This is an optimization exercise on Yosys and OpenROAD, whose aim is small area, a short achievable clock period and few clock cycles per item, not a production implementation. RTL that was checked went through simulation tests only; none was proved equivalent to the original. No functional check of the RTL was part of runs 1, 4 and 5. Power and IR drop assume default switching activity.

==> flow/design.v <==
module muldiv_seq #(
    parameter int XLEN = 64
) (
    input  logic            clk,
    input  logic            reset,
    input  logic            start_i,
    input  logic [3:0]      op_i,
    input  logic [XLEN-1:0] a_i,
    input  logic [XLEN-1:0] b_i,
    input  logic            flush_i,
    input  logic            ack_i,
    output logic            busy_o,
    output logic            stall_o,
    output logic            done_o,
    output logic [XLEN-1:0] result_o,
    output logic [1:0]      dbg_state_o
);
    logic busy_q, done_q;
    logic ph_mul_q, ph_prep_q, ph_div_q, ph_fix_q;
    logic w_q, rem_q, sa_q, sb_q, negres_q;
    logic b1one_q, b1two_q, b1neg_q, b2one_q, b2two_q, b2neg_q;
    logic cx_q, asel_y_q, aselz_q, ainv_q;
    logic [6:0]  jd_q;
    logic [5:0]  cnt_q, sh;
    logic [64:0] r_q;    
    logic [64:0] x_q;    
    logic [63:0] y_q;    
    function automatic logic [64:0] wsext(input logic w, input logic [64:0] v);
        wsext = w ? {{33{v[31]}}, v[31:0]} : v;
    endfunction
    function automatic logic [6:0] lzc64(input logic [63:0] v);
        logic [31:0][1:0] c1;
        logic [15:0][2:0] c2;
        logic [7:0][3:0]  c3;
        logic [3:0][4:0]  c4;
        logic [1:0][5:0]  c5;
        for (int i = 0; i < 32; i++)
            c1[i] = v[2*i+1] ? 2'd0 : (v[2*i] ? 2'd1 : 2'd2);
        for (int i = 0; i < 16; i++)
            c2[i] = c1[2*i+1][1] ? {c1[2*i][1], ~c1[2*i][1], c1[2*i][0]}
                                 : {1'b0, c1[2*i+1]};
        for (int i = 0; i < 8; i++)
            c3[i] = c2[2*i+1][2] ? {c2[2*i][2], ~c2[2*i][2], c2[2*i][1:0]}
                                 : {1'b0, c2[2*i+1]};
        for (int i = 0; i < 4; i++)
            c4[i] = c3[2*i+1][3] ? {c3[2*i][3], ~c3[2*i][3], c3[2*i][2:0]}
                                 : {1'b0, c3[2*i+1]};
        for (int i = 0; i < 2; i++)
            c5[i] = c4[2*i+1][4] ? {c4[2*i][4], ~c4[2*i][4], c4[2*i][3:0]}
                                 : {1'b0, c4[2*i+1]};
        lzc64 = c5[1][5] ? {c5[0][5], ~c5[0][5], c5[0][4:0]} : {1'b0, c5[1]};
    endfunction
    function automatic logic [2:0] booth(input logic hi, input logic lo, input logic prev);
        booth = {lo ^ prev,
                 (hi & ~lo & ~prev) | (~hi & lo & prev),
                 hi & ~(lo & prev)};
    endfunction
    logic accept, working;
    logic d_mul, d_w, d_sgn, d_rem, d_legal, d_sx;
    logic [63:0] a_ext, b_ext, ymul, xmul;
    logic [6:0]  ca, cb, cbr;
    logic [7:0]  jdiff;
    logic        swap, d_sa, d_sb, d_bzero, d_early;
    logic [7:0]  ga, gb, ta, tb, tas;
    logic [2:0]  d_bt1, d_bt2;
    always_comb begin
        accept  = !busy_q && start_i && !flush_i;
        working = busy_q && !done_q;
        d_mul   = (op_i == 4'd0) || (op_i == 4'd1);
        d_w     = (op_i == 4'd1) || (op_i == 4'd6) || (op_i == 4'd7) ||
                  (op_i == 4'd8) || (op_i == 4'd9);
        d_sgn   = (op_i == 4'd2) || (op_i == 4'd4) || (op_i == 4'd6) || (op_i == 4'd8);
        d_rem   = (op_i == 4'd4) || (op_i == 4'd5) || (op_i == 4'd8) || (op_i == 4'd9);
        d_legal = (op_i <= 4'd9);
        d_sx    = d_sgn || d_mul;
        a_ext   = d_w ? {{32{d_sx & a_i[31]}}, a_i[31:0]} : a_i;
        b_ext   = d_w ? {{32{d_sx & b_i[31]}}, b_i[31:0]} : b_i;
        d_sa    = d_sgn & a_ext[63];
        d_sb    = d_sgn & b_ext[63];
        ca    = lzc64(a_ext ^ {64{d_sx & a_ext[63]}});
        cbr   = lzc64(b_ext ^ {64{d_sx & b_ext[63]}});
        cb    = cbr[6] ? 7'd63 : cbr;
        for (int k = 0; k < 8; k++) begin
            ga[k] = (a_ext[8*k +: 8] == {8{d_sx & a_ext[63]}});
            gb[k] = (b_ext[8*k +: 8] == {8{d_sx & b_ext[63]}});
        end
        ta[7] = ga[7];
        tb[7] = gb[7];
        for (int k = 6; k >= 0; k--) begin
            ta[k] = ta[k+1] & ga[k];
            tb[k] = tb[k+1] & gb[k];
        end
        swap  = |(tb & ~ta);
        jdiff   = {2'b00, cb[5:0]} + {7'd0, d_sa} - {1'b0, ca};
        d_bzero = (b_ext == 64'd0);
        tas[0] = ta[0] & ~d_sa;
        for (int k = 1; k < 8; k++)
            tas[k] = ta[k] & (~d_sa | a_ext[8*k-1]);
        d_early = |(tas & ~tb) | d_bzero;
        ymul  = (d_mul && swap) ? b_ext : a_ext;
        xmul  = swap ? a_ext : b_ext;
        d_bt1 = booth(ymul[1], ymul[0], 1'b0);
        d_bt2 = booth(ymul[3], ymul[2], ymul[1]);
    end
    logic [65:0] op_a, sel1, sel2, op1, op2, cs_s, cs_c, sum;
    logic [65:0] x66;
    always_comb begin
        x66  = {x_q[64], x_q};
        op_a = (aselz_q ? 66'd0 : (asel_y_q ? {2'b00, y_q} : {r_q[64], r_q}))
               ^ {66{ainv_q}};
        sel1 = b1one_q ? x66 : (b1two_q ? {x66[64:0], 1'b0} : 66'd0);
        sel2 = b2one_q ? {x66[63:0], 2'b00} : (b2two_q ? {x66[62:0], 3'b000} : 66'd0);
        op1  = sel1 ^ {66{b1neg_q}};
        op2  = sel2 ^ {66{b2neg_q}};
        cs_s = op_a ^ op1 ^ op2;
        cs_c = {((op_a & op1) | (op_a & op2) | (op1 & op2)), b1neg_q};
        sum  = cs_s + cs_c[65:0] + {65'd0, b2neg_q | cx_q};
    end
    logic mul_last, div_last, rneg, wfin;
    logic [2:0] n_bt1, n_bt2;
    always_comb begin
        mul_last = (&y_q[63:3]) | ~(|y_q[63:3]);
        div_last = (cnt_q == 6'd0);
        rneg     = sum[64];
        n_bt1    = booth(y_q[5], y_q[4], y_q[3]);
        n_bt2    = booth(y_q[7], y_q[6], y_q[5]);
        sh       = jd_q[6] ? 6'd0 : jd_q[5:0];
        wfin     = w_q & (ph_fix_q | (ph_mul_q & mul_last) | (ph_div_q & rem_q & div_last));
    end
    always_ff @(posedge clk) begin
        if (!reset) begin
            busy_q    <= 1'b0;
            done_q    <= 1'b0;
            ph_mul_q  <= 1'b0;
            ph_prep_q <= 1'b0;
            ph_div_q  <= 1'b0;
            ph_fix_q  <= 1'b0;
        end else if (accept) begin
            busy_q    <= 1'b1;
            done_q    <= !d_legal;
            ph_mul_q  <= d_legal && d_mul;
            ph_prep_q <= d_legal && !d_mul && !d_early;
            ph_div_q  <= 1'b0;
            ph_fix_q  <= d_legal && !d_mul && d_early;
        end else if (working && flush_i) begin
            busy_q    <= 1'b0;
            ph_mul_q  <= 1'b0;
            ph_prep_q <= 1'b0;
            ph_div_q  <= 1'b0;
            ph_fix_q  <= 1'b0;
        end else if (done_q) begin
            if (ack_i || flush_i) begin
                busy_q <= 1'b0;
                done_q <= 1'b0;
            end
        end else begin
            if (ph_mul_q && mul_last) begin
                ph_mul_q <= 1'b0;
                done_q   <= 1'b1;
            end
            if (ph_prep_q) begin
                ph_prep_q <= 1'b0;
                ph_div_q  <= 1'b1;
            end
            if (ph_div_q && div_last) begin
                ph_div_q <= 1'b0;
                if (!rem_q || rneg || negres_q) ph_fix_q <= 1'b1;
                else done_q <= 1'b1;
            end
            if (ph_fix_q) begin
                ph_fix_q <= 1'b0;
                done_q   <= 1'b1;
            end
        end
    end
    always_ff @(posedge clk) begin
        if (accept) begin
            w_q      <= d_w;
            rem_q    <= d_rem;
            sa_q     <= d_sa;
            sb_q     <= d_sb;
            negres_q <= d_rem ? d_sa : (d_sa ^ d_sb);
            jd_q     <= d_mul ? 7'd4 : {jdiff[7], jdiff[5:0]};   
            r_q      <= 65'd0;
            x_q      <= d_mul ? {xmul[63], xmul} : {d_sb, b_ext};
            y_q      <= ymul;
            {b1one_q, b1two_q, b1neg_q} <= d_mul ? d_bt1 : 3'b000;
            {b2one_q, b2two_q, b2neg_q} <= d_mul ? d_bt2 : 3'b000;
            cx_q     <= !d_mul && !d_early && d_sa;
            ainv_q   <= !d_mul && (d_early ? (!d_rem && d_bzero) : d_sa);
            aselz_q  <= !d_mul && d_early && !d_rem;
            asel_y_q <= !d_mul;
        end else begin
            if (ph_mul_q)       y_q <= {{4{y_q[63]}}, y_q[63:4]};
            else if (ph_prep_q) y_q <= 64'd0;
            else                y_q <= {y_q[62:0], ~rneg};
        end
        if (!accept && working) begin
            r_q <= wsext(wfin, {sum[64] & ~ph_prep_q, sum[63:0]});
            if (ph_mul_q) begin
                x_q <= x_q << sh;
                {b1one_q, b1two_q, b1neg_q} <= n_bt1;
                {b2one_q, b2two_q, b2neg_q} <= n_bt2;
            end
            if (ph_prep_q) begin
                asel_y_q <= 1'b0;
                x_q     <= x_q << sh;
                cnt_q   <= sh;
                b1one_q <= 1'b1;
                b1neg_q <= ~sb_q;
                cx_q    <= 1'b0;
                ainv_q  <= 1'b0;
            end
            if (ph_div_q) begin
                if (!div_last) begin
                    x_q     <= {x_q[64], x_q[64:1]};
                    cnt_q   <= cnt_q - 6'd1;
                    b1neg_q <= ~rneg ^ sb_q;
                end else begin
                    asel_y_q <= !rem_q;
                    ainv_q   <= negres_q;
                    cx_q     <= negres_q;
                    b1one_q  <= rem_q && rneg;
                    b1neg_q  <= rem_q && rneg && (negres_q ^ sb_q);
                end
            end
        end
    end
    always_comb begin
        busy_o      = busy_q;
        done_o      = done_q;
        stall_o     = accept || working;
        result_o    = r_q[63:0];
        dbg_state_o = {done_q, working};
    end
endmodule
==> flow/run.sh <==
#!/bin/bash
# synth_recipe.tcl (not shown) runs the flow's synth.tcl, then flattens the netlist and writes it again
# the make line also repeats each setting of config.mk as NAME=value (left out here)
make -C /OpenROAD-flow-scripts/flow DESIGN_CONFIG=/design/flow/config.mk WORK_HOME=/design/flow/orfs CLKGATE_MAP_FILE= SYNTH_SCRIPT=/design/flow/synth_recipe.tcl finish
==> flow/config.mk <==
export PLATFORM = sky130hd
export DESIGN_NAME = muldiv_seq
export DESIGN_NICKNAME = muldiv_seq
export VERILOG_FILES = /design/flow/design.v
export SDC_FILE = /design/flow/constraint.sdc
export NUM_CORES = 4
export LEC_CHECK = 0
export CAP_MARGIN = 20
export CORE_MARGIN = 2
export CORE_UTILIZATION = 40
export SETUP_SLACK_MARGIN = 2.5
export SLEW_MARGIN = 20
==> flow/constraint.sdc <==
create_clock -name core_clock -period 7.0 [get_ports {clk}]
set_input_delay 1.4000 -clock core_clock [delete_from_list [all_inputs] [get_ports {clk}]]
set_output_delay 1.4000 -clock core_clock [all_outputs]
set_load 0.01 [all_outputs]
==> impl_metrics.py, run 1 <==
metrics = {
    "floorplan": {
        "core_area_um2": 75800,
        "dieArea_um2": 78800,
        "die_w_um": 281,
        "start_util": 0.404,
        "dieHeight_um": 281,
        "rows": 101,
        "io_pins": 206,
    },
    "clock_tree": {
        "cts_tree": "yes",
        "worstSkewPairLatency_ps": 590,
        "cts_sinks": 227,
        "htree_num_levels": 1,
        "cts_root_buf": "clkbuf_16",
        "cts_made_buffers": 26,
        "clk_pin_slew_worst_paths_ps": 60,
        "cts_hold_buf": 0,
        "cts_buffer_depth": 3,
    },
    "timing": {
        "slew_headroom": 0.232,
        "min_period_over_period": 0.784,
        "finalSetupTns_ps": 0,
        "setup_ws_ps": 1510,
        "finalClockSkew_ps": 32.8,
        "timing.hold.ws_ps": 575,
        "min_period_ps": 5490,
        "max_freq_mhz": 182,
        "setup_violations": 0,
        "drv_slew": 0,
        "worst_pin_slew_ps": 1150,
        "rsz0062_at_grt": "true",
        "hold_viol_final": 0,
    },
    "worst_setup_path": {
        "crit_path_frequent_cell": "a21o_1",
        "cp-end-kind": "flip-flop",
        "critPathMaxFanout": 8,
        "cp.required_ps": 7420,
        "crit_type": "in -> reg",
        "cpLargestDelayFamily": "simple AND/OR/NAND/NOR gates",
        "max_stage_delay_ps": 530,
        "crit_path_cell_trace": "buf_12, and4b_4, buf_12, a2111oi_4, o21ai_2, or3_1, o22a_1, or4b_4, or3_4, nand3b_1, o311ai_2, ha_1, ha_1, a21o_1, a21o_1, a21o_1, a21oi_2, nor2b_1, o21a_1, nor3_1",
        "critPathSlowestCell": "or4b_4",
        "worstPathArrival_ps": 5910,
        "timing.rr.start": "asel_y_q",
        "startpoint": "op_i[2]",
        "worst-path-buf-inv": 2,
        "start_kind": "input port",
        "r2r_slack_ps": 1850,
    },
    "place": {
        "place_inst": 5018,
        "dp_slack_ps": 201,
        "portBuffers": 205,
        "place.gp.congestion": 1.01,
        "place_hpwl_um": 103000,
    },
    "yosys": {
        "synth.lib_cells_used.distinct": 102,
        "ys_top_cells_by_area": "mux2i_1, dfxtp_1, edfxtp_1",
        "synth_common_cells": "nand2_1, mux2i_1, nor2_1",
        "synth_edf_count": 85,
        "synth_area_um2": 30600,
        "async_reset_ff_frac": 0,
        "ys_seq_area_frac": 0.176,
        "ys_ff_latch": 227,
        "synth_top_area_frac": 0.101,
        "synthesis.nets": 4438,
        "ys_dominant_reg_cell": "dfxtp_1",
        "avgSynthCellArea_um2": 7.37,
        "yosys.area.top_type": "mux2i_1",
        "yosysWarningCount": 1,
        "yosysMostFrequentCell": "nand2_1",
        "synth_cells": 4151,
    },
    "layout": {
        "area_delta_synth_final_pct": 34.4,
        "final_cells": 5368,
        "drive_gt1_frac": 0.228,
        "fin_nets": 4656,
    },
    "route": {
        "first_iter_violations": 3930,
        "drc": 0,
        "wl_per_cell_um": 27.3,
        "first_pass_iters": 6,
        "drt_wl_total_um": 147000,
        "ant_nets": 0,
        "via_count": 34810,
        "vias_per_cell": 6.48,
    },
    "global_route": {
        "grt_max_degree": 97,
        "overflow": 0,
        "grt_antenna_before_repair": 6,
        "first_global_vias": 31858,
        "grt_usage": 0.347,
        "grt_pass1_wl_um": 207000,
    },
    "flow_run": {
        "maxCapViolations": 0,
    },
    "power_and_ir_drop": {
        "switching_share": 0.507,
        "combinationalPowerShare": 0.752,
        "pwr_density_cell_nw_per_um2": 387,
        "p_int_mw": 7.84,
        "peakVddDrop_mv": 0.256,
        "pwr-share-clk": 0.090,
        "p_total_mw": 15.9,
        "p_leak_nw": 16.5,
        "p_switching_mw": 8.08,
        "p_seq_frac": 0.158,
    },
    "min_path": {
        "hold_class": "reg -> reg",
        "hp-start": "ph_fix_q",
    },
    "status": {
        "status": "timing/DRC/antenna clean",
    },
}
## placed cells by master (no fill, tap or decap), types with 73 or more instances in the layout
cell,netlist,final
a211oi_1,93,73
nor2_1,296,267
a22oi_1,133,119
a21oi_1,265,219
xnor2_1,167,163
clkdlybuf4s50_1,0,190
o21ai_0,242,168
mux2i_1,309,294
edfxtp_1,85,85
nand2_1,475,411
dfxtp_1,142,134
xor2_1,91,88
buf_4,71,273
buf_6,2,78
inv_1,198,186
## power groups by stage
stage          logic [mW]  clock network, mW  registers (mW)
3_5_place_dp         9.42                  0            2.48
5_1_grt              13.0               1.49            2.51
4_1_cts              10.6               1.44            2.45
6_report             12.0               1.43            2.52
2_1_floorplan        7.41                  0            1.93
3_3_place_gp         9.43                  0            2.48
## worst reg2reg max path, delay by kind of cell (launching register included)
family | cells | cell delay (ps)
AO/OA/AOI/OAI | 10 | 1650
XOR/XNOR | 1 | 150
adder cells (fa/ha/maj) | 3 | 1100
buffers and inverters | 5 | 600
flip-flops | 1 | 410
multiplexers | 1 | 280
AND/OR/NAND/NOR | 3 | 680
## repair_timing
| action | CTS | global route |
|---|---|---|
| pin swaps | 130 | 157 |
| gates resized for setup | 418 | 359 |
| buffers inserted | 144 | 113 |
| cloned | 26 | 18 |
| endpoints found under the setup margin | 187 | 184 |
## state kept, by name, summed over array words and instances, names as in the netlist, 6 cells and up
register and count:
cnt_q 6, y_q 64, r_q 65, x_q 65
jd_q 7
## routing by layer
metal  GRT usage  part of all wire  vias up
met5           0           0.00040        -
met4       0.176             0.065       10
met3      0.0555             0.088      391
met2       0.554              0.45     1795
met1       0.451              0.40    17005
li1            -                 -    15609
## kinds of logic (layout without fill, tap and decap cells)
family                   Yosys count  after routing  synth area share
AO/OA/AOI/OAI                   1337           1339             0.296
multiplexers                     313            313             0.103
XOR/XNOR                         259            259            0.0744
buffers and inverters            671            898            0.0934
flip-flops                       227            227             0.176
adder cells (fa/ha/maj)          150            150            0.0777
other                              0              1                 0
AND/OR/NAND/NOR                 1194           1203             0.179
## area by class of cell
cell class	count	area [um^2]
multi-input combinational	3264	25800
antenna	1	2.50
timing repair inverter	2	17.5
clock buffer	36	739
sequential	227	5420
tap	978	1220
inverter	199	774
timing repair buffer	649	7030
fill	7093	34700
clock inverter	12	130
## worst paths after layout
kind,depth (start not counted),end
setup reg to reg,23,r_q[62]
setup / recovery,20,jd_q[6]
hold reg to reg,2,ph_fix_q
hold / removal,2,ph_fix_q
## stage by stage
stage / area [um^2] / util
floorplan: 31600 / -
global placement: 33900 / 0.447
detailed placement: 33900 / 0.447
CTS: 38400 / 0.506
global route: 41100 / 0.543
finish: 41100 / 0.543
==> run 2: changes to the inputs <==
--- a/flow/design.v
+++ b/flow/design.v
@@ -21,5 +21,7 @@
     logic b1one_q, b1two_q, b1neg_q, b2one_q, b2two_q, b2neg_q;
     logic cx_q, asel_y_q, aselz_q, ainv_q;
-    logic [6:0]  jd_q;
+    logic [6:0]  ca_q;
+    logic [5:0]  cb_q;
+    logic [7:0]  jd;
     logic [5:0]  cnt_q, sh;
     logic [64:0] r_q;    
@@ -60,5 +62,4 @@
     logic [63:0] a_ext, b_ext, ymul, xmul;
     logic [6:0]  ca, cb, cbr;
-    logic [7:0]  jdiff;
     logic        swap, d_sa, d_sb, d_bzero, d_early;
     logic [7:0]  ga, gb, ta, tb, tas;
@@ -92,5 +93,4 @@
         end
         swap  = |(tb & ~ta);
-        jdiff   = {2'b00, cb[5:0]} + {7'd0, d_sa} - {1'b0, ca};
         d_bzero = (b_ext == 64'd0);
         tas[0] = ta[0] & ~d_sa;
@@ -125,5 +125,6 @@
         n_bt1    = booth(y_q[5], y_q[4], y_q[3]);
         n_bt2    = booth(y_q[7], y_q[6], y_q[5]);
-        sh       = jd_q[6] ? 6'd0 : jd_q[5:0];
+        jd       = {2'b00, cb_q} + {7'd0, sa_q} - {1'b0, ca_q};
+        sh       = jd[7] ? 6'd0 : jd[5:0];
         wfin     = w_q & (ph_fix_q | (ph_mul_q & mul_last) | (ph_div_q & rem_q & div_last));
     end
@@ -181,5 +182,6 @@
             sb_q     <= d_sb;
             negres_q <= d_rem ? d_sa : (d_sa ^ d_sb);
-            jd_q     <= d_mul ? 7'd4 : {jdiff[7], jdiff[5:0]};   
+            ca_q     <= d_mul ? 7'd0 : ca;
+            cb_q     <= d_mul ? 6'd4 : cb[5:0];
             r_q      <= 65'd0;
             x_q      <= d_mul ? {xmul[63], xmul} : {d_sb, b_ext};
--- a/flow/config.mk
+++ b/flow/config.mk
@@ -9,4 +9,4 @@
 export CORE_MARGIN = 2
 export CORE_UTILIZATION = 40
-export SETUP_SLACK_MARGIN = 2.5
+export SETUP_SLACK_MARGIN = 1.5
 export SLEW_MARGIN = 20
==> run 2 against run 1 <==
Net effect: global-route usage fell by 1.9 points; die area rose by 0.36%; still clean on timing, DRC and antenna; critical path depth shrank 3; largest cell class unchanged; via count decreased by 7.9%.
==> impl_metrics.py, run 2 <==
metrics = {
    "yosys": {
        "async_reset_ff_frac": 0,
        "ys_seq_area_frac": 0.182,
        "ys_ff_latch": 234,
        "synth.lib_cells_used.distinct": 106,
        "synth_cells": 4019,
        "synthesis.nets": 4306,
        "avgSynthCellArea_um2": 7.64,
        "ys_top_cells_by_area": "mux2i_1, dfxtp_1, edfxtp_1",
        "yosysWarningCount": 1,
        "yosys.area.top_type": "mux2i_1",
        "yosysMostFrequentCell": "mux2i_1",
        "synth_top_area_frac": 0.112,
        "ys_dominant_reg_cell": "dfxtp_1",
        "synth_area_um2": 30700,
        "synth_edf_count": 92,
        "synth_common_cells": "mux2i_1, a21oi_1, nand2_1",
    },
    "timing": {
        "min_period_over_period": 0.766,
        "rsz0062_at_grt": "false",
        "finalSetupTns_ps": 0,
        "timing.hold.ws_ps": 590,
        "slew_headroom": 0.264,
        "min_period_ps": 5360,
        "setup_ws_ps": 1640,
        "setup_violations": 0,
        "worst_pin_slew_ps": 1090,
        "hold_viol_final": 0,
        "drv_slew": 0,
        "max_freq_mhz": 186,
        "finalClockSkew_ps": 24.6,
    },
    "floorplan": {
        "dieArea_um2": 79000,
        "dieHeight_um": 281,
        "rows": 101,
        "core_area_um2": 75900,
        "start_util": 0.405,
        "die_w_um": 281,
        "io_pins": 206,
    },
    "worst_setup_path": {
        "crit_type": "in -> reg",
        "max_stage_delay_ps": 550,
        "worst-path-buf-inv": 5,
        "critPathSlowestCell": "o32ai_2",
        "crit_path_frequent_cell": "buf_4",
        "cpLargestDelayFamily": "compound AO/OA/AOI/OAI gates",
        "cp-end-kind": "flip-flop",
        "critPathMaxFanout": 27,
        "cp.required_ps": 7470,
        "worstPathArrival_ps": 5830,
        "start_kind": "input port",
        "crit_path_cell_trace": "clkdlybuf4s15_2, buf_4, nand2b_1, nand2_1, buf_4, o211ai_1, nand2_1, o32ai_2, nor4b_4, buf_4, a31oi_1, o31a_4, mux2i_1, inv_1, ha_1, a22oi_1, a21oi_1",
        "r2r_slack_ps": 1720,
    },
    "clock_tree": {
        "worstSkewPairLatency_ps": 600,
        "cts_tree": "yes",
        "cts_root_buf": "clkbuf_16",
        "htree_num_levels": 1,
        "cts_hold_buf": 0,
        "cts_buffer_depth": 3,
        "clk_pin_slew_worst_paths_ps": 60,
        "cts_made_buffers": 27,
        "cts_sinks": 234,
    },
    "route": {
        "vias_per_cell": 6.43,
        "drc": 0,
        "wl_per_cell_um": 26.9,
        "via_count": 32059,
        "first_pass_iters": 9,
        "first_iter_violations": 3809,
        "ant_nets": 0,
        "drt_wl_total_um": 134000,
    },
    "global_route": {
        "grt_usage": 0.327,
        "grt_antenna_before_repair": 0,
        "grt_max_degree": 85,
        "overflow": 0,
        "first_global_vias": 29831,
        "grt_pass1_wl_um": 196000,
    },
    "place": {
        "place.gp.congestion": 1.09,
        "dp_slack_ps": 384,
        "place_hpwl_um": 104000,
        "portBuffers": 205,
        "placed_area_um2": 32900,
    },
    "layout": {
        "reg_top3": "r_q (65), x_q (65), y_q (64)",
        "drive_gt1_frac": 0.0746,
        "final_cell_mix": "mux2i_1, a21oi_1, nand2_1, nor2_1, o21ai_0",
        "fin_area_um2": 34200,
        "fin_nets": 4223,
        "area_delta_synth_final_pct": 11.3,
        "final_common_cell": "mux2i_1",
    },
    "status": {
        "status": "timing/DRC/antenna clean",
    },
    "power_and_ir_drop": {
        "p_leak_nw": 13.7,
        "pwr_density_cell_nw_per_um2": 265,
        "peakVddDrop_mv": 0.154,
        "p_total_mw": 9.06,
    },
    "min_path": {
        "hold_class": "reg -> reg",
    },
    "flow_run": {
        "maxCapViolations": 0,
    },
}
run 2: cells by family after synthesis:
group / synth area share
compound gates: 0.281
simple gates: 0.165
buf+inv: 0.0951
mux: 0.125
xor+xnor: 0.0730
flops: 0.182
fa+ha+maj: 0.0775
run 2: path summary, 6_finish.rpt:
| check | start | endpoint | cells past startpoint |
|---|---|---|---|
| max reg2reg | b1one_q | done_q | 20 |
| min reg2reg | ph_fix_q | done_q | 2 |
| min | ph_fix_q | done_q | 2 |
| max | op_i[2] | b2one_q | 17 |
run 2: worst min-delay path, cell delays in order, from the launching register on:
cell,delay [ps]
dfxtp_1,350
a21oi_1,80
a31oi_1,120
run 2: area by class of cell:
type                       instances  area, um^2
multi-input combinational       3124       22400
tap                             1030        1290
inverter                         213         807
antenna                            2        5.00
fill                            7834       41700
timing repair buffer             336        3190
clock inverter                     8        51.3
sequential                       234        5630
clock buffer                      41         838
run 2: through the flow:
stage / utilization / instances
2_1_floorplan: - / 4019
5_1_grt: 0.450 / 4986
4_1_cts: 0.447 / 4976
3_5_place_dp: 0.433 / 4916
6_report: 0.450 / 4988
3_3_place_gp: 0.433 / 4916
run 2: per-layer routing:
layer,up-vias,routed length (um),global-route usage
met1,15518,57100,0.453
li1,14510,-,-
met5,-,0,0
met2,1718,58200,0.503
met3,313,12100,0.0445
met4,0,6890,0.148
run 2: power by group:
part           leakage, nW  internal (mW)  switching [mW]  total, mW
clock                0.452          0.825           0.643       1.47
combinational         11.2           2.07            3.23       5.30
sequential            2.09           1.67           0.630       2.30
total                 13.7           4.56            4.50       9.06
run 2: repair_timing:
action | CTS | global route
pin swaps | 3 | 2
gates resized for setup | 23 | 33
endpoints found under the setup margin | 152 | 79
cloned | 2 | 2
buffers inserted | 9 | 8
Testbench counts of run 2, summed over its fixed seeds: cycles 17,527, ops 1,920.
==> run 3: changes to the inputs <==
--- a/flow/config.mk
+++ b/flow/config.mk
@@ -9,4 +9,4 @@
 export CORE_MARGIN = 2
 export CORE_UTILIZATION = 40
-export SETUP_SLACK_MARGIN = 1.5
+export SETUP_SLACK_MARGIN = 2.5
 export SLEW_MARGIN = 20
==> run 3 against run 2 <==
Net effect: combinational power up about 20%; synthesized cell count is the same; register-to-register slack better by 620 ps; worst hold slack better by 11 ps; critical endpoint is now r_q[58]; critical path type is now reg -> reg; fmax is 15% higher; cell count grew 4.2%; wire length grew 3.3%; non-clock buffer count grew 203.
==> impl_metrics.py, run 3 <==
metrics = {
    "status": {
        "status": "timing/DRC/antenna clean",
    },
    "route": {
        "via_count": 33442,
        "wl_per_cell_um": 26.7,
        "first_pass_iters": 7,
        "drc": 0,
        "ant_nets": 0,
        "drt_wl_total_um": 139000,
        "vias_per_cell": 6.44,
        "first_iter_violations": 4303,
    },
    "floorplan": {
        "dieArea_um2": 79000,
        "core_area_um2": 75900,
        "rows": 101,
        "dieHeight_um": 281,
        "start_util": 0.405,
        "io_pins": 206,
        "die_w_um": 281,
    },
    "min_path": {
        "hp-start": "cx_q",
        "hold_class": "reg -> reg",
        "hold_depth": 2,
        "holdPathEnd": "cx_q",
    },
    "layout": {
        "fillers": 7311,
        "utilization": 0.503,
        "final_common_cell": "mux2i_1",
        "n_antenna_cell": 0,
        "final_cell_mix": "mux2i_1, nor2_1, nand2_1, a21oi_1, buf_4",
        "reg_top3": "r_q (65), x_q (65), y_q (64)",
        "drive_gt1_frac": 0.175,
        "fin_nets": 4432,
        "area_delta_synth_final_pct": 24.3,
        "fin_area_um2": 38200,
    },
    "yosys": {
        "synth_common_cells": "mux2i_1, a21oi_1, nand2_1",
        "ys_ff_latch": 234,
        "synth_area_um2": 30700,
        "yosysWarningCount": 1,
        "async_reset_ff_frac": 0,
        "yosys.area.top_type": "mux2i_1",
        "avgSynthCellArea_um2": 7.64,
        "synthesis.nets": 4306,
        "yosysMostFrequentCell": "mux2i_1",
        "synth_top_area_frac": 0.112,
        "synth.lib_cells_used.distinct": 106,
        "ys_seq_area_frac": 0.182,
        "synth_cells": 4019,
        "ys_dominant_reg_cell": "dfxtp_1",
        "synth_edf_count": 92,
        "ys_top_cells_by_area": "mux2i_1, dfxtp_1, edfxtp_1",
    },
    "timing": {
        "min_period_ps": 4660,
        "hold_viol_final": 0,
        "rsz0062_at_grt": "true",
        "finalClockSkew_ps": 32.3,
        "worst_pin_slew_ps": 1080,
        "min_period_over_period": 0.665,
        "setup_violations": 0,
        "finalSetupTns_ps": 0,
        "max_freq_mhz": 215,
        "drv_slew": 0,
        "slew_headroom": 0.271,
    },
    "worst_setup_path": {
        "worstPathArrival_ps": 4980,
        "cp.required_ps": 7330,
        "r2r-end": "r_q[58]",
        "cp-end-kind": "flip-flop",
        "start_kind": "flip-flop",
        "critPathMaxFanout": 5,
        "timing.rr.start": "asel_y_q",
        "r2r_cells": 19,
        "r2r_slack_ps": 2340,
        "crit_type": "reg -> reg",
    },
    "clock_tree": {
        "cts_buffer_depth": 3,
        "cts_sinks": 234,
        "cts_made_buffers": 27,
        "worstSkewPairLatency_ps": 610,
        "cts_hold_buf": 0,
        "htree_num_levels": 1,
        "clk_pin_slew_worst_paths_ps": 70,
        "cts_root_buf": "clkbuf_16",
        "cts_tree": "yes",
    },
    "global_route": {
        "grt_usage": 0.332,
        "overflow": 0,
        "grt_max_degree": 94,
        "first_global_vias": 30775,
        "grt_antenna_before_repair": 3,
        "grt_pass1_wl_um": 200000,
    },
    "place": {
        "place.gp.congestion": 1.07,
        "portBuffers": 205,
        "place_hpwl_um": 99400,
        "placed_area_um2": 33000,
    },
    "power_and_ir_drop": {
        "peakVddDrop_mv": 0.138,
        "p_leak_nw": 15.4,
        "pwr_density_cell_nw_per_um2": 267,
    },
    "flow_run": {
        "maxCapViolations": 0,
    },
}
## run 3: worst max path at each step
stage | to | from | cells after the start | slack [ps]
2_1_floorplan | b2one_q | op_i[2] | 15 | 2070
3_3_place_gp | x_q[43] | op_i[2] | 14 | 320
3_5_place_dp | x_q[42] | op_i[2] | 14 | 290
4_1_cts | done_q | asel_y_q | 20 | 2400
5_1_grt | r_q[50] | asel_y_q | 19 | 2230
6_report | r_q[58] | asel_y_q | 19 | 2340
## run 3: cell type report
cell class                      count  area (um^2)  area share
Sequential cell                   234         5640       0.148
Clock buffer                       39          815      0.0213
Clock inverter                     11          119     0.00311
Timing Repair inverter              1         6.26    0.000164
Inverter                          213          826      0.0216
Multi-Input combinational cell   3129        23900       0.627
Timing Repair Buffer              539         5540       0.145
Tap cell                         1030         1290      0.0338
## run 3: power by group
group / leakage (nW) / total, mW / internal, mW / switching (mW)
sequential: 2.09 / 2.29 / 1.67 / 0.626
combinational: 12.8 / 6.36 / 2.69 / 3.67
clock: 0.468 / 1.55 / 0.883 / 0.668
## run 3: through the flow
stage | hold WS [ps] | instances | setup slack, ps | total power [mW]
detailed placement | 573 | 4908 | 289 | 7.31
CTS | 588 | 5069 | 2400 | 9.38
finish | 600 | 5196 | 2340 | 10.2
global placement | 577 | 4908 | 321 | 7.31
floorplan | 488 | 4019 | 2070 | 5.73
global route | 606 | 5196 | 2230 | 10.7
## run 3: worst max-delay path: stages, from the launching register on
cell	delay [ps]
dfxtp_4	400
buf_12	130
buf_16	120
mux2i_4	230
nor2_2	70
xor2_2	160
fa_1	540
fa_2	450
a211oi_4	250
nor3_2	100
o21ai_2	250
o21ai_2	130
a21oi_4	290
buf_6	150
o211ai_1	130
nand3_2	170
o22ai_4	100
a211o_4	390
mux2_4	210
nand3_2	70
## run 3: cell families after synthesis
| logic type | after synthesis | share of synthesized area |
|---|---|---|
| and+or+nand+nor | 1053 | 0.165 |
| xor gates and xnor gates | 254 | 0.0730 |
| AOI/OAI and AO/OA | 1288 | 0.281 |
| adders and majority gates | 150 | 0.0775 |
| buffers and inverters | 663 | 0.0951 |
| muxes | 377 | 0.125 |
| DFF | 234 | 0.182 |
## run 3: per-layer routing
metal  track usage  wire [um]
met3        0.0565      14900
met4         0.185       9200
met5             0         36
met2         0.506      59600
met1         0.445      55100
## run 3: repair_timing
item	in CTS	in global routing
setup buffers	98	112
pin swaps	62	120
gates cloned	13	14
endpoints found under the setup margin	198	116
resized for setup	277	243
==> run 4: changes to the inputs <==
--- a/flow/design.v
+++ b/flow/design.v
@@ -20,5 +20,5 @@
     logic w_q, rem_q, sa_q, sb_q, negres_q;
     logic b1one_q, b1two_q, b1neg_q, b2one_q, b2two_q, b2neg_q;
-    logic cx_q, asel_y_q, aselz_q, ainv_q;
+    logic cx_q, asel_y_q, ainv_q;
     logic [6:0]  ca_q;
     logic [5:0]  cb_q;
@@ -107,5 +107,5 @@
     always_comb begin
         x66  = {x_q[64], x_q};
-        op_a = (aselz_q ? 66'd0 : (asel_y_q ? {2'b00, y_q} : {r_q[64], r_q}))
+        op_a = (asel_y_q ? {2'b00, y_q} : {r_q[64], r_q})
                ^ {66{ainv_q}};
         sel1 = b1one_q ? x66 : (b1two_q ? {x66[64:0], 1'b0} : 66'd0);
@@ -186,10 +186,9 @@
             r_q      <= 65'd0;
             x_q      <= d_mul ? {xmul[63], xmul} : {d_sb, b_ext};
-            y_q      <= ymul;
+            y_q      <= (!d_mul && d_early && !d_rem) ? {64{d_bzero}} : ymul;
             {b1one_q, b1two_q, b1neg_q} <= d_mul ? d_bt1 : 3'b000;
             {b2one_q, b2two_q, b2neg_q} <= d_mul ? d_bt2 : 3'b000;
             cx_q     <= !d_mul && !d_early && d_sa;
-            ainv_q   <= !d_mul && (d_early ? (!d_rem && d_bzero) : d_sa);
-            aselz_q  <= !d_mul && d_early && !d_rem;
+            ainv_q   <= !d_mul && !d_early && d_sa;
             asel_y_q <= !d_mul;
         end else begin
==> run 4 against run 3 <==
Net effect: clock power rose by 5%; die area up 1.7%; non-clock buffer count increased by 103; fmax is 6.5% lower; global-route usage increased by 2.1 points; cell count rose by 6.4%; sequential power grew 3%; total power is 25% higher; flip-flop and latch count fell by 1; register-to-register slack better by 50 ps; wire length increased by 13%; first-iteration DRC count is 28% higher; critical endpoint is now y_q[2]; highest routed layer unchanged.
==> impl_metrics.py, run 4 <==
metrics = {
    "status": {
        "status": "timing/DRC/antenna clean",
    },
    "clock_tree": {
        "worstSkewPairLatency_ps": 620,
        "cts_root_buf": "clkbuf_16",
        "cts_buffer_depth": 3,
        "cts_tree": "yes",
        "clk_pin_slew_worst_paths_ps": 60,
        "cts_sinks": 233,
        "cts_made_buffers": 29,
        "htree_num_levels": 1,
    },
    "layout": {
        "final_cell_mix": "nand2_1, buf_4, a21oi_1, nor2_1, o21ai_0",
        "reg_top3": "r_q (65), x_q (65), y_q (64)",
        "drive_gt1_frac": 0.220,
        "area_delta_synth_final_pct": 32.1,
        "seqCellArea_um2": 5610,
        "utilization": 0.533,
        "final_common_cell": "nand2_1",
        "fillers": 7161,
        "fin_nets": 4748,
        "multi_input_area_um2": 25700,
    },
    "worst_setup_path": {
        "cp-end-kind": "flip-flop",
        "crit_type": "in -> reg",
        "start_kind": "input port",
        "cp.required_ps": 7480,
        "critPathMaxFanout": 8,
        "worstPathArrival_ps": 5460,
        "r2r_slack_ps": 2390,
        "timing.rr.start": "b2two_q",
        "r2r-end": "r_q[53]",
        "r2r_cells": 21,
    },
    "timing": {
        "min_period_over_period": 0.712,
        "setup_violations": 0,
        "drv_slew": 0,
        "finalSetupTns_ps": 0,
        "rsz0062_at_grt": "true",
        "finalClockSkew_ps": 20.3,
        "slew_headroom": 0.213,
        "timing.hold.ws_ps": 513,
        "max_freq_mhz": 201,
        "worst_pin_slew_ps": 1180,
        "setup_ws_ps": 2020,
        "hold_viol_final": 0,
        "min_period_ps": 4980,
    },
    "yosys": {
        "async_reset_ff_frac": 0,
        "synth_top_area_frac": 0.0909,
        "synth_edf_count": 91,
        "yosys.area.top_type": "dfxtp_1",
        "synth_area_um2": 31300,
        "ys_ff_latch": 233,
        "ys_top_cells_by_area": "dfxtp_1, edfxtp_1, mux2i_1",
        "synth_cells": 4241,
        "yosysMostFrequentCell": "nand2_1",
        "synth_common_cells": "nand2_1, a21oi_1, clkbuf_1",
        "ys_dominant_reg_cell": "dfxtp_1",
        "avgSynthCellArea_um2": 7.37,
        "yosysWarningCount": 1,
        "synth.lib_cells_used.distinct": 103,
        "synthesis.nets": 4528,
        "ys_seq_area_frac": 0.178,
    },
    "route": {
        "first_iter_violations": 5507,
        "ant_nets": 0,
        "vias_per_cell": 6.71,
        "wl_per_cell_um": 28.4,
        "drc": 0,
        "via_count": 37098,
        "first_pass_iters": 7,
        "drt_wl_total_um": 157000,
    },
    "floorplan": {
        "rows": 102,
        "die_w_um": 284,
        "start_util": 0.404,
        "io_pins": 206,
        "core_area_um2": 77500,
        "dieHeight_um": 284,
        "dieArea_um2": 80400,
    },
    "power_and_ir_drop": {
        "p_seq_frac": 0.184,
        "p_total_mw": 12.8,
        "combinationalPowerShare": 0.688,
        "pwr-share-clk": 0.128,
        "p_switching_mw": 6.35,
        "peakVddDrop_mv": 0.207,
        "p_int_mw": 6.42,
        "pwr_density_cell_nw_per_um2": 309,
        "p_leak_nw": 16.7,
        "switching_share": 0.497,
    },
    "place": {
        "dp_slack_ps": 413,
        "place.gp.congestion": 1.09,
        "place_hpwl_um": 105000,
        "portBuffers": 205,
    },
    "global_route": {
        "grt_use_met1": 0.455,
        "grt_antenna_before_repair": 5,
        "first_global_vias": 32901,
        "overflow": 0,
        "busiest_layer": "met2",
        "grt_max_degree": 91,
        "grtUsageMet2": 0.541,
        "grt_usage": 0.354,
        "met3_usage": 0.0779,
        "grt_pass1_wl_um": 219000,
    },
    "min_path": {
        "holdPathEnd": "b1two_q",
        "hp-start": "b1two_q",
        "hold_class": "reg -> reg",
        "hold_depth": 2,
    },
    "flow_run": {
        "maxCapViolations": 0,
    },
}
[run 4: changes by cell type after synthesis, sizes merged, moves of 37 or more]
cell	delta
a211oi	+37
nand3	+63
mux2i	-140
nand2	+125
nor2b	+50
a221oi	-52
xor2	+55
xnor2	-52
[run 4: how the worst max path moves through the flow]
| stage | cells past startpoint | start | to |
|---|---|---|---|
| 6_report | 17 | a_i[31] | y_q[2] |
| 5_1_grt | 18 | a_i[31] | x_q[55] |
| 4_1_cts | 16 | op_i[1] | b2neg_q |
| 3_5_place_dp | 14 | op_i[3] | x_q[21] |
| 3_3_place_gp | 14 | op_i[3] | x_q[5] |
| 2_1_floorplan | 19 | op_i[0] | b2neg_q |
[run 4: per-stage QoR]
step                      area [um^2]  std cells
after global routing            41300       5525
final                           41300       5526
after detailed placement        33900       5155
after global placement          33900       5155
after floorplan                 31600       4241
after CTS                       38400       5376
[run 4: metal layers]
layer  wire, um  share of wire  vias to the layer above
li1           -              -                    15952
met1      59100           0.38                    17665
met2      67100           0.43                     2752
met3      18200           0.12                      723
met4      12600          0.080                        6
met5         70        0.00045                        -
[run 4: critical path, cell delays in order]
cell	delay (ps)
buf_2	120
buf_12	140
and4bb_4	360
o21a_1	410
a211oi_4	100
buf_6	150
nor4_4	310
o21ai_2	130
or4_4	580
buf_6	150
nor3b_4	260
o311ai_4	140
buf_12	180
mux2_4	330
buf_4	160
a211oi_2	460
nor3_1	80
[run 4: repair_timing]
| action | CTS | global route |
|---|---|---|
| setup endpoints to repair | 198 | 180 |
| hold buffers | 0 | 0 |
| resized for setup | 432 | 343 |
| pin swaps | 104 | 199 |
| cloned | 32 | 19 |
| buffers inserted | 135 | 129 |
[run 4: logic make-up (layout without fill, tap and decap cells)]
| family | after synthesis | count (layout) | share of synthesized area |
|---|---|---|---|
| simple gates | 1353 | 1360 | 0.213 |
| compound gates | 1339 | 1340 | 0.286 |
| buf+inv | 670 | 905 | 0.0926 |
| xor+xnor | 257 | 257 | 0.0722 |
| mux | 239 | 239 | 0.0824 |
| flops | 233 | 233 | 0.178 |
| fa+ha+maj | 150 | 150 | 0.0761 |
| other cells | 0 | 2 | 0 |
[run 4: layout make-up]
cell class,instances,share of cell area
inverters,209,0.0193
well taps,1040,0.0315
diodes,2,0.000121
flip-flops and latches,233,0.136
clock buffers,40,0.0216
repair buffers,642,0.167
clock inverters,14,0.00261
multi-input cells,3346,0.622
[run 4: power groups by stage]
stage / Sequential [mW] / Combinational (mW) / Clock [mW]
after floorplan: 1.82 / 5.41 / 0
after global placement: 2.33 / 6.86 / 0
after detailed placement: 2.33 / 6.86 / 0
after CTS: 2.29 / 7.60 / 1.63
after global routing: 2.32 / 9.48 / 1.68
final: 2.35 / 8.79 / 1.63
==> run 5: changes to the inputs <==
--- a/flow/config.mk
+++ b/flow/config.mk
@@ -9,4 +9,4 @@
 export CORE_MARGIN = 2
 export CORE_UTILIZATION = 40
-export SETUP_SLACK_MARGIN = 2.5
+export SETUP_SLACK_MARGIN = 3.5
 export SLEW_MARGIN = 20
==> run 5 against run 4 <==
Net effect: first-iteration DRC count is 6.2% lower; fmax is 1.4% higher; sequential power increased by 2%; synthesized area unchanged; clock power about the same; synthesized cell count did not move; sequential share of layout area shrank 0.52 points; register-to-register slack lost 40 ps; via count grew 0.87%; wire length is 3.0% higher; flip-flop and latch count did not move; critical path type unchanged; critical endpoint is now b2neg_q.
==> impl_metrics.py, run 5 <==
metrics = {
    "yosys": {
        "yosysMostFrequentCell": "nand2_1",
        "yosys.area.top_type": "dfxtp_1",
        "ys_top_cells_by_area": "dfxtp_1, edfxtp_1, mux2i_1",
        "synth_edf_count": 91,
        "muxShareOfSynthArea": 0.0824,
        "synth_cells": 4241,
        "synth_simple_gate_area_frac": 0.213,
        "synth_xor_area_frac": 0.0722,
        "async_reset_ff_frac": 0,
        "synth_compound_area_frac": 0.286,
        "yosysWarningCount": 1,
        "synth_top_area_frac": 0.0909,
        "ys_dominant_reg_cell": "dfxtp_1",
        "synth_common_cells": "nand2_1, a21oi_1, clkbuf_1",
        "synth.lib_cells_used.distinct": 103,
        "avgSynthCellArea_um2": 7.37,
        "synthesis.nets": 4528,
        "synth_top_family_by_area": "compound AO/OA/AOI/OAI gates",
        "synth_fa_ha_area_frac": 0.0761,
        "ys_ff_latch": 233,
        "synth_area_um2": 31300,
        "ys_seq_area_frac": 0.178,
    },
    "route": {
        "wirelength_met1_um": 60900,
        "wl_met3_um": 18700,
        "wl_per_cell_um": 28.9,
        "drt_wl_total_um": 162000,
        "first_pass_iters": 7,
        "ant_nets": 0,
        "vias_per_cell": 6.70,
        "via_count": 37420,
        "drc": 0,
        "routed.top_layer": "met5",
        "met2WireLength_um": 70000,
        "first_iter_violations": 5166,
    },
    "floorplan": {
        "start_util": 0.404,
        "io_pins": 206,
        "die_w_um": 284,
        "dieHeight_um": 284,
        "dieArea_um2": 80400,
        "core_area_um2": 77500,
        "rows": 102,
    },
    "layout": {
        "final_cells": 5589,
        "area_delta_synth_final_pct": 37.4,
        "utilization": 0.555,
        "fin_nets": 4812,
        "drive_gt1_frac": 0.251,
        "final_common_cell": "nand2_1",
        "final_cell_mix": "nand2_1, buf_4, nor2_1, a21oi_1, o21ai_0",
        "reg_top3": "r_q (65), x_q (65), y_q (64)",
    },
    "timing": {
        "finalSetupTns_ps": 0,
        "rsz0062_at_grt": "true",
        "finalClockSkew_ps": 23.9,
        "setup_violations": 0,
        "drv_slew": 0,
        "hold_viol_final": 0,
        "worst_pin_slew_ps": 1190,
        "min_period_over_period": 0.702,
        "slew_headroom": 0.202,
        "min_period_ps": 4910,
        "max_freq_mhz": 204,
    },
    "global_route": {
        "grt_max_degree": 86,
        "grt_pass1_wl_um": 226000,
        "overflow": 0,
        "grt_antenna_before_repair": 8,
        "grt_usage": 0.368,
        "first_global_vias": 33424,
    },
    "worst_setup_path": {
        "critPathSlowestCell": "or4_4",
        "crit_type": "in -> reg",
        "startpoint": "a_i[53]",
        "cp-endpoint": "b2neg_q",
        "crit_path_frequent_cell": "buf_6",
        "worst-path-buf-inv": 3,
        "cp.required_ps": 7560,
        "cp-end-kind": "flip-flop",
        "worstPathArrival_ps": 5470,
        "timing.rr.start": "b1two_q",
        "cp_num_cells": 16,
        "critPathMaxFanout": 8,
        "max_stage_delay_ps": 630,
        "r2r_cells": 23,
        "cpLargestDelayFamily": "simple AND/OR/NAND/NOR gates",
        "start_kind": "input port",
        "r2r_slack_ps": 2350,
        "r2r-end": "r_q[55]",
        "crit_path_cell_trace": "clkdlybuf4s50_1, nor2b_1, o21ai_0, nand4_1, or2_4, o22a_1, or4_4, a211oi_4, or3_4, o311ai_4, buf_6, buf_6, mux2_4, ha_4, or4_1, a31oi_1",
    },
    "power_and_ir_drop": {
        "p_int_mw": 6.96,
        "combinationalPowerShare": 0.706,
        "p_seq_frac": 0.174,
        "peakVddDrop_mv": 0.209,
        "pwr-share-clk": 0.120,
        "switching_share": 0.496,
        "p_leak_nw": 17.2,
        "pwr_density_cell_nw_per_um2": 321,
        "p_switching_mw": 6.84,
    },
    "clock_tree": {
        "cts_tree": "yes",
        "cts_root_buf": "clkbuf_16",
        "cts_sinks": 233,
        "cts_hold_buf": 0,
        "worstSkewPairLatency_ps": 630,
        "cts_made_buffers": 29,
        "cts_buffer_depth": 3,
        "clk_pin_slew_worst_paths_ps": 70,
        "htree_num_levels": 1,
    },
    "place": {
        "portBuffers": 205,
        "place_hpwl_um": 108000,
        "place_inst": 5158,
        "place.gp.congestion": 1.06,
    },
    "min_path": {
        "hold_class": "reg -> reg",
    },
    "flow_run": {
        "maxCapViolations": 0,
    },
    "status": {
        "status": "timing/DRC/antenna clean",
    },
}
[run 5: worst min path at each step]
stage          depth (start not counted)  slack (ps)     from       to
6_report                               2         610     cx_q     cx_q
5_1_grt                                2         640     cx_q     cx_q
3_5_place_dp                           2         580     cx_q     cx_q
3_3_place_gp                           2         580  b1two_q  b1two_q
4_1_cts                                2         590     cx_q     cx_q
2_1_floorplan                          2         450  b1two_q  b1two_q
[run 5: power by group through the flow]
| stage | logic [mW] | registers [mW] | clock network [mW] |
|---|---|---|---|
| detailed placement | 7.19 | 2.38 | 0 |
| finish | 9.74 | 2.40 | 1.66 |
| global route | 10.5 | 2.37 | 1.71 |
| CTS | 8.55 | 2.34 | 1.66 |
| floorplan | 5.73 | 1.82 | 0 |
| global placement | 7.17 | 2.38 | 0 |
[run 5: metrics by stage]
step / hold slack (ps) / setup WS [ps] / cell area [um^2] / power, mW
2_1_floorplan: 454 / 1740 / 32100 / 7.55
3_5_place_dp: 580 / 248 / 34100 / 9.57
4_1_cts: 589 / 2250 / 40900 / 12.5
5_1_grt: 642 / 1990 / 43000 / 14.5
3_3_place_gp: 582 / 351 / 34100 / 9.55
6_report: 613 / 2090 / 43000 / 13.8
[run 5: worst reg2reg max path, delay by kind of cell (launching register included)]
kind / cells / cell delay, ps
AOI/OAI and AO/OA: 11 / 1580
buffers and inverters: 7 / 870
adders and majority gates: 2 / 790
and+or+nand+nor: 2 / 530
DFF: 1 / 400
xor gates and xnor gates: 1 / 170
[run 5: final cells by class]
cell class / count / area, um^2
fill: 7031 / 34500
multi-input combinational: 3351 / 26400
timing repair buffer: 701 / 7840
sequential: 233 / 5610
tap: 1040 / 1300
clock buffer: 40 / 892
inverter: 209 / 801
clock inverter: 14 / 131
antenna: 1 / 2.50
[run 5: logic make-up (layout without fill, tap and decap cells)]
| family | after synthesis | in the layout |
|---|---|---|
| compound gates | 1339 | 1342 |
| xor+xnor | 257 | 257 |
| fa+ha+maj | 150 | 150 |
| buf+inv | 670 | 964 |
| flops | 233 | 233 |
| mux | 239 | 239 |
| other cells | 0 | 1 |
| simple gates | 1353 | 1363 |
[run 5: what timing repair did]
| item | CTS | global route |
|---|---|---|
| gates cloned | 44 | 13 |
| gates resized for setup | 652 | 257 |
| pin swaps | 234 | 178 |
| buffers inserted | 234 | 85 |
| endpoints found under the setup margin | 217 | 214 |
[run 5: routing by layer]
metal / vias to the layer above / track usage
li1: 16102 / -
met1: 17896 / 0.474
met2: 2688 / 0.567
met3: 722 / 0.0845
met4: 12 / 0.208
met5: - / 0
==> run 6: changes to the inputs <==
--- a/flow/design.v
+++ b/flow/design.v
@@ -97,5 +97,5 @@
         for (int k = 1; k < 8; k++)
             tas[k] = ta[k] & (~d_sa | a_ext[8*k-1]);
-        d_early = |(tas & ~tb) | d_bzero;
+        d_early = |(tas & ~tb);
         ymul  = (d_mul && swap) ? b_ext : a_ext;
         xmul  = swap ? a_ext : b_ext;
@@ -181,15 +181,15 @@
             sa_q     <= d_sa;
             sb_q     <= d_sb;
-            negres_q <= d_rem ? d_sa : (d_sa ^ d_sb);
-            ca_q     <= d_mul ? 7'd0 : ca;
-            cb_q     <= d_mul ? 6'd4 : cb[5:0];
+            negres_q <= d_rem ? d_sa : (d_sa ^ d_sb) & !d_bzero;
+            ca_q     <= d_mul ? 7'd0 : (d_bzero ? {6'd0, d_sa} : ca);
+            cb_q     <= d_mul ? 6'd4 : (d_bzero ? 6'd63 : cb[5:0]);
             r_q      <= 65'd0;
             x_q      <= d_mul ? {xmul[63], xmul} : {d_sb, b_ext};
-            y_q      <= (!d_mul && d_early && !d_rem) ? {64{d_bzero}} : ymul;
+            y_q      <= ymul;
             {b1one_q, b1two_q, b1neg_q} <= d_mul ? d_bt1 : 3'b000;
             {b2one_q, b2two_q, b2neg_q} <= d_mul ? d_bt2 : 3'b000;
             cx_q     <= !d_mul && !d_early && d_sa;
             ainv_q   <= !d_mul && !d_early && d_sa;
-            asel_y_q <= !d_mul;
+            asel_y_q <= !d_mul && !(d_early && !d_rem);
         end else begin
             if (ph_mul_q)       y_q <= {{4{y_q[63]}}, y_q[63:4]};
--- a/flow/config.mk
+++ b/flow/config.mk
@@ -9,4 +9,4 @@
 export CORE_MARGIN = 2
 export CORE_UTILIZATION = 40
-export SETUP_SLACK_MARGIN = 3.5
+export SETUP_SLACK_MARGIN = 2.5
 export SLEW_MARGIN = 20
==> run 6 against run 5 <==
Net effect: still clean; global-route usage shrank 1.5 points; worst hold slack worse by 67 ps; clock power rose by 2%; final area down 3.9%; fmax grew 0.39%; via count shrank 3.4%; non-clock buffer count down 25; clock skew fell by 4.3 ps; utilization is 2.2 points lower; synthesized area about the same; wire length decreased by 5.5%; die area hardly changed; largest cell class unchanged; largest power group unchanged.
==> impl_metrics.py, run 6 <==
metrics = {
    "yosys": {
        "synth_common_cells": "nand2_1, o21ai_0, a21oi_1, clkbuf_1, nor2_1",
        "synth_top_area_frac": 0.0909,
        "synth.lib_cells_used.distinct": 101,
        "ys_seq_area_frac": 0.178,
        "ys_top_cells_by_area": "dfxtp_1, edfxtp_1, mux2i_1",
        "ys_dominant_reg_cell": "dfxtp_1",
        "yosysMostFrequentCell": "nand2_1",
        "avgSynthCellArea_um2": 7.47,
        "yosys.area.top_type": "dfxtp_1",
        "synthesis.nets": 4474,
        "synth_area_um2": 31300,
        "yosysWarningCount": 1,
        "synth_cells": 4187,
        "synth_edf_count": 91,
        "ys_ff_latch": 233,
        "async_reset_ff_frac": 0,
    },
    "status": {
        "status": "timing/DRC/antenna clean",
    },
    "clock_tree": {
        "cts_hold_buf": 0,
        "worstSkewPairLatency_ps": 620,
        "htree_num_levels": 1,
        "cts_buffer_depth": 3,
        "clk_pin_slew_worst_paths_ps": 70,
        "cts_sinks": 233,
        "cts_root_buf": "clkbuf_16",
        "cts_tree": "yes",
        "cts_made_buffers": 31,
    },
    "timing": {
        "min_period_over_period": 0.699,
        "min_period_ps": 4890,
        "slew_headroom": 0.232,
        "setup_violations": 0,
        "max_freq_mhz": 204,
        "drv_slew": 0,
        "worst_pin_slew_ps": 1150,
        "finalSetupTns_ps": 0,
        "finalClockSkew_ps": 19.6,
        "rsz0062_at_grt": "true",
        "hold_viol_final": 0,
    },
    "layout": {
        "drive_gt1_frac": 0.228,
        "final_common_cell": "nand2_1",
        "utilization": 0.533,
        "reg_top3": "r_q (65), x_q (65), y_q (64)",
        "area_delta_synth_final_pct": 32.2,
        "fillers": 7302,
        "fin_nets": 4741,
        "final_cell_mix": "nand2_1, buf_4, o21ai_0, a21oi_1, nor2_1",
    },
    "global_route": {
        "grt_usage": 0.354,
        "grt_pass1_wl_um": 219000,
        "first_global_vias": 33170,
        "grt_max_degree": 118,
        "overflow": 0,
        "grt_antenna_before_repair": 3,
    },
    "power_and_ir_drop": {
        "p_leak_nw": 17.2,
        "pwr_density_cell_nw_per_um2": 352,
        "peakVddDrop_mv": 0.346,
    },
    "place": {
        "portBuffers": 205,
        "place.gp.congestion": 1.06,
        "place_hpwl_um": 107000,
    },
    "worst_setup_path": {
        "timing.rr.start": "b1neg_q",
        "crit_type": "in -> reg",
        "r2r_slack_ps": 2190,
        "startpoint": "op_i[1]",
        "max_stage_delay_ps": 500,
        "r2r-end": "r_q[62]",
        "cp-end-kind": "flip-flop",
        "r2r_cells": 20,
        "cp.required_ps": 7510,
        "crit_path_frequent_cell": "buf_12",
        "critPathSlowestCell": "or4_4",
        "worstPathArrival_ps": 5400,
        "crit_path_cell_trace": "buf_16, and4bb_4, buf_12, bufbuf_16, o21ai_0, nand4_1, nor2_2, a32oi_2, or4_4, a2111oi_4, o22ai_4, o21ai_4, buf_12, buf_12, buf_8, clkbuf_16, buf_6, mux2i_4, o21ai_2, o211a_1",
        "start_kind": "input port",
        "critPathMaxFanout": 6,
    },
    "route": {
        "ant_nets": 0,
        "first_iter_violations": 4563,
        "first_pass_iters": 8,
        "drc": 0,
        "wl_per_cell_um": 27.7,
        "via_count": 36158,
        "drt_wl_total_um": 153000,
        "vias_per_cell": 6.55,
    },
    "floorplan": {
        "core_area_um2": 77500,
        "dieArea_um2": 80400,
        "start_util": 0.403,
        "dieHeight_um": 284,
        "io_pins": 206,
        "die_w_um": 284,
        "rows": 102,
    },
    "min_path": {
        "hold_class": "reg -> reg",
        "hold_depth": 2,
        "hp-start": "y_q[1]",
        "holdPathEnd": "y_q[2]",
    },
    "flow_run": {
        "maxCapViolations": 0,
    },
}
[run 6: cell types whose count changed after synthesis, moves of 19 or more]
cell | previous run | this run
a221oi_1 | 8 | 76
mux2i_1 | 203 | 234
o21ai_1 | 12 | 36
inv_1 | 206 | 187
nor2_1 | 273 | 250
mux2_2 | 17 | 58
a22oi_1 | 193 | 143
o21ai_0 | 271 | 292
a211oi_1 | 72 | 38
a21o_1 | 45 | 71
[run 6: cell type report]
| class | instances | area, um^2 | share of cell area |
|---|---|---|---|
| diodes | 5 | 12.5 | 0.000303 |
| clock buffers | 42 | 963 | 0.0233 |
| clock inverters | 15 | 106 | 0.00257 |
| inverters | 191 | 774 | 0.0187 |
| multi-input cells | 3320 | 25200 | 0.611 |
| flip-flops and latches | 233 | 5610 | 0.136 |
| well taps | 1040 | 1300 | 0.0315 |
| repair buffers | 676 | 7290 | 0.176 |
| repair inverters | 1 | 8.76 | 0.000212 |
[run 6: how the worst max path moves through the flow]
| stage | to | slack, ps |
|---|---|---|
| 2_1_floorplan | b2one_q | 1820 |
| 3_3_place_gp | x_q[9] | 490 |
| 3_5_place_dp | x_q[7] | 400 |
| 4_1_cts | r_q[64] | 2240 |
| 5_1_grt | x_q[17] | 2030 |
| 6_report | x_q[46] | 2110 |
[run 6: critical path, delay by kind of cell]
family | cells | cell delay, ps
mux | 1 | 320
buf+inv | 8 | 1130
simple gates | 4 | 1340
compound gates | 7 | 1200
[run 6: metal layers]
| layer | track usage | part of all wire | vias to the layer above | wire, um |
|---|---|---|---|---|
| met5 | 0.00655 | 0.00071 | - | 108 |
| met4 | 0.215 | 0.076 | 6 | 11700 |
| met3 | 0.0678 | 0.10 | 584 | 15200 |
| met2 | 0.548 | 0.43 | 2380 | 66500 |
| met1 | 0.454 | 0.39 | 17303 | 59400 |
| li1 | - | - | 15885 | - |
[run 6: cell families (layout without fill, tap and decap cells)]
| group | Yosys count | after routing | synth area share |
|---|---|---|---|
| buffers and inverters | 640 | 925 | 0.0897 |
| multiplexers | 296 | 296 | 0.0987 |
| other | 0 | 5 | 0 |
| AO/OA/AOI/OAI | 1343 | 1343 | 0.286 |
| XOR/XNOR | 257 | 257 | 0.0726 |
| adder cells (fa/ha/maj) | 150 | 150 | 0.0761 |
| AND/OR/NAND/NOR | 1268 | 1274 | 0.199 |
| flip-flops | 233 | 233 | 0.178 |
[run 6: timing repair]
action / 4_1_cts / 5_1_grt
gates resized for setup: 424 / 318
hold endpoints to repair: 0 / 0
pin swaps: 154 / 151
setup endpoints to repair: 198 / 181
buffers inserted: 194 / 92
gates cloned: 28 / 12
[run 6: power breakdown]
group,switching (mW),leakage [nW],internal [mW],total (mW)
Combinational,5.79,14.5,4.66,10.4
Clock,0.707,0.534,0.994,1.70
Sequential,0.665,2.08,1.71,2.38
Total,7.17,17.2,7.36,14.5
[run 6: stage by stage]
| stage | cell area, um^2 | hold slack, ps | power (mW) | std cells | worst slack, ps |
|---|---|---|---|---|---|
| 2_1_floorplan | 31500 | 473 | 8.36 | 4187 | 1820 |
| 3_3_place_gp | 34000 | 516 | 10.6 | 5134 | 488 |
| 3_5_place_dp | 34000 | 528 | 10.6 | 5135 | 398 |
| 4_1_cts | 39000 | 546 | 13.5 | 5414 | 2240 |
| 5_1_grt | 41300 | 594 | 15.4 | 5519 | 2030 |
| 6_report | 41300 | 546 | 14.5 | 5523 | 2110 |
Testbench counts of run 6, summed over its fixed seeds: cycles 17,527, ops 1,920.
==> run 7: changes to the inputs <==
--- a/flow/config.mk
+++ b/flow/config.mk
@@ -11,2 +11,3 @@
 export SETUP_SLACK_MARGIN = 2.5
 export SLEW_MARGIN = 20
+export TNS_END_PERCENT = 10
==> run 7 against run 6 <==
Net effect: flip-flop and latch count stayed put; wire length is 2.8% lower; clock-buffer cell count is the same; critical path depth decreased by 3; die area is the same; sequential share of layout area rose by 0.73 points; sequential power barely moved; final area is 4.9% lower; critical endpoint is now x_q[40]; largest cell class unchanged.
==> impl_metrics.py, run 7 <==
metrics = {
    "status": {
        "status": "timing/DRC/antenna clean",
    },
    "min_path": {
        "hold_class": "reg -> reg",
        "holdPathEnd": "ph_prep_q",
        "hold_depth": 2,
        "hp-start": "ph_prep_q",
    },
    "worst_setup_path": {
        "worstPathArrival_ps": 5330,
        "timing.rr.start": "ca_q[3]",
        "r2r-end": "x_q[40]",
        "critPathMaxFanout": 33,
        "crit_type": "reg -> reg",
        "max_stage_delay_ps": 500,
        "crit_path_cell_trace": "inv_1, ha_1, ha_1, nand3_1, a2bb2oi_2, a21oi_1, buf_4, and2_0, buf_4, nor2_1, o311ai_1, o22ai_1, nand2_1, o21ai_0, a211oi_1, nor4_1, a221o_1",
        "critPathSlowestCell": "o311ai_1",
        "cp.required_ps": 7470,
        "r2r_slack_ps": 2140,
        "r2r_cells": 17,
        "start_kind": "flip-flop",
        "cp-end-kind": "flip-flop",
    },
    "layout": {
        "final_cell_mix": "nand2_1, o21ai_0, a21oi_1, buf_4, nor2_1",
        "final_cells": 5395,
        "reg_top3": "r_q (65), x_q (65), y_q (64)",
        "multi_input_area_um2": 24700,
        "fin_nets": 4619,
        "area_delta_synth_final_pct": 25.6,
        "seqCellArea_um2": 5620,
        "final_common_cell": "nand2_1",
        "utilization": 0.507,
        "fin_area_um2": 39300,
        "drive_gt1_frac": 0.183,
        "fillers": 7511,
    },
    "floorplan": {
        "core_area_um2": 77500,
        "io_pins": 206,
        "dieHeight_um": 284,
        "start_util": 0.403,
        "die_w_um": 284,
        "rows": 102,
        "dieArea_um2": 80400,
    },
    "place": {
        "place_inst": 5124,
        "place_hpwl_um": 106000,
        "portBuffers": 205,
        "placed_area_um2": 33900,
        "place.gp.congestion": 1.03,
        "dp_slack_ps": 498,
    },
    "yosys": {
        "synth_cells": 4187,
        "async_reset_ff_frac": 0,
        "avgSynthCellArea_um2": 7.47,
        "synth.lib_cells_used.distinct": 101,
        "synthesis.nets": 4474,
        "yosysWarningCount": 1,
        "synth_top_area_frac": 0.0909,
        "synth_area_um2": 31300,
        "ys_top_cells_by_area": "dfxtp_1, edfxtp_1, mux2i_1",
        "ys_ff_latch": 233,
        "synth_common_cells": "nand2_1, o21ai_0, a21oi_1, clkbuf_1, nor2_1",
        "yosys.area.top_type": "dfxtp_1",
        "ys_seq_area_frac": 0.178,
        "yosysMostFrequentCell": "nand2_1",
        "synth_edf_count": 91,
        "ys_dominant_reg_cell": "dfxtp_1",
    },
    "power_and_ir_drop": {
        "pwr_density_cell_nw_per_um2": 373,
        "p_total_mw": 14.6,
        "p_leak_nw": 16.2,
        "peakVddDrop_mv": 0.475,
    },
    "clock_tree": {
        "cts_root_buf": "clkbuf_16",
        "worstSkewPairLatency_ps": 600,
        "cts_sinks": 233,
        "cts_tree": "yes",
        "htree_num_levels": 1,
        "cts_hold_buf": 0,
        "clk_pin_slew_worst_paths_ps": 60,
        "cts_buffer_depth": 3,
        "cts_made_buffers": 28,
    },
    "flow_run": {
        "maxCapViolations": 0,
    },
    "timing": {
        "timing.hold.ws_ps": 545,
        "min_period_over_period": 0.694,
        "slew_headroom": 0.0990,
        "hold_viol_final": 0,
        "drv_slew": 0,
        "min_period_ps": 4860,
        "finalClockSkew_ps": 27.8,
        "max_freq_mhz": 206,
        "setup_violations": 0,
        "setup_ws_ps": 2140,
        "worst_pin_slew_ps": 1340,
        "finalSetupTns_ps": 0,
        "rsz0062_at_grt": "true",
    },
    "route": {
        "vias_per_cell": 6.57,
        "wl_per_cell_um": 27.5,
        "first_iter_violations": 4552,
        "ant_nets": 0,
        "drc": 0,
        "via_count": 35443,
        "drt_wl_total_um": 149000,
        "first_pass_iters": 10,
    },
    "global_route": {
        "grt_pass1_wl_um": 214000,
        "overflow": 0,
        "first_global_vias": 32355,
        "grt_max_degree": 197,
        "grt_antenna_before_repair": 5,
        "grt_usage": 0.346,
    },
}
[run 7: how the worst max path moves through the flow]
stage / startpoint / cells after the start / endpoint / slack [ps]
floorplan: op_i[2] / 17 / b2one_q / 1820
global placement: op_i[3] / 15 / x_q[23] / 550
detailed placement: op_i[3] / 15 / x_q[23] / 500
CTS: b1two_q / 20 / ph_fix_q / 2230
global route: op_i[0] / 18 / x_q[22] / 2010
finish: ca_q[3] / 17 / x_q[40] / 2140
[run 7: repair_timing]
action	4_1_cts	5_1_grt
gates cloned	31	7
gates resized for setup	300	193
setup buffers	110	70
pin swaps	87	101
endpoints found under the setup margin	197	182
[run 7: kinds of logic after synthesis]
family	Yosys count	share of synthesized area
AND/OR/NAND/NOR	1268	0.199
flip-flops	233	0.178
multiplexers	296	0.0987
buffers and inverters	640	0.0897
adder cells (fa/ha/maj)	150	0.0761
AO/OA/AOI/OAI	1343	0.286
XOR/XNOR	257	0.0726
[run 7: layout make-up]
cell class                 instances  area share
tap                             1040      0.0331
antenna                            1   0.0000637
clock inverter                    10     0.00159
inverter                         191      0.0189
multi-input combinational       3326       0.629
sequential                       233       0.143
timing repair buffer             552       0.152
clock buffer                      42      0.0223
[run 7: metal layers]
metal | GRT usage | vias to the layer above | wire length, um
li1 | - | 15677 | -
met3 | 0.0700 | 506 | 14400
met1 | 0.446 | 17106 | 58900
met4 | 0.182 | 10 | 10100
met5 | 0 | - | 110
met2 | 0.546 | 2144 | 65000
[run 7: power by group]
part,internal (mW),switching (mW),total (mW)
clock network,0.865,0.658,1.52
logic,4.81,5.93,10.7
registers,1.71,0.672,2.38
[run 7: worst max-delay path, delay by kind of cell, from the launching register on]
kind            cells  cell delay (ps)
buf+inv             3              800
simple gates        5              730
flops               1              370
compound gates      7             2210
fa+ha+maj           2              580

separate check: timing with driven ports:
How much do the figures lean on ideal ports? The routed layouts below were timed once more, with nothing changed but the port constraints.
Step 1: set_driving_cell puts a clkbuf_16 on clk and a buf_2 on each other input, an assumption about the parent block.
Step 2, shift: input delay + t, output delay - t, t = (earliest + latest rising clock arrival at the registers) / 2. This alone moves slack from input paths to output paths.
Slacks: no drivers / after step 1 / after step 2; pairs: no drivers / after step 1.
| run | t (ns) | slack for setup (ns) |
|---|---|---|
| run 1 | 0.637 | 1.510 / 1.466 / 0.829 |
| run 2 | 0.651 | 1.637 / 1.667 / 1.016 |
| run 3 | 0.660 | 2.343 / 2.343 / 1.705 |
| run 4 | 0.680 | 2.019 / 2.020 / 1.340 |
| run 5 | 0.687 | 2.089 / 2.007 / 1.320 |
| run 6 | 0.673 | 2.108 / 2.026 / 1.353 |
| run 7 | 0.650 | 2.143 / 2.123 / 1.473 |
After both steps every run listed still meets setup and hold.
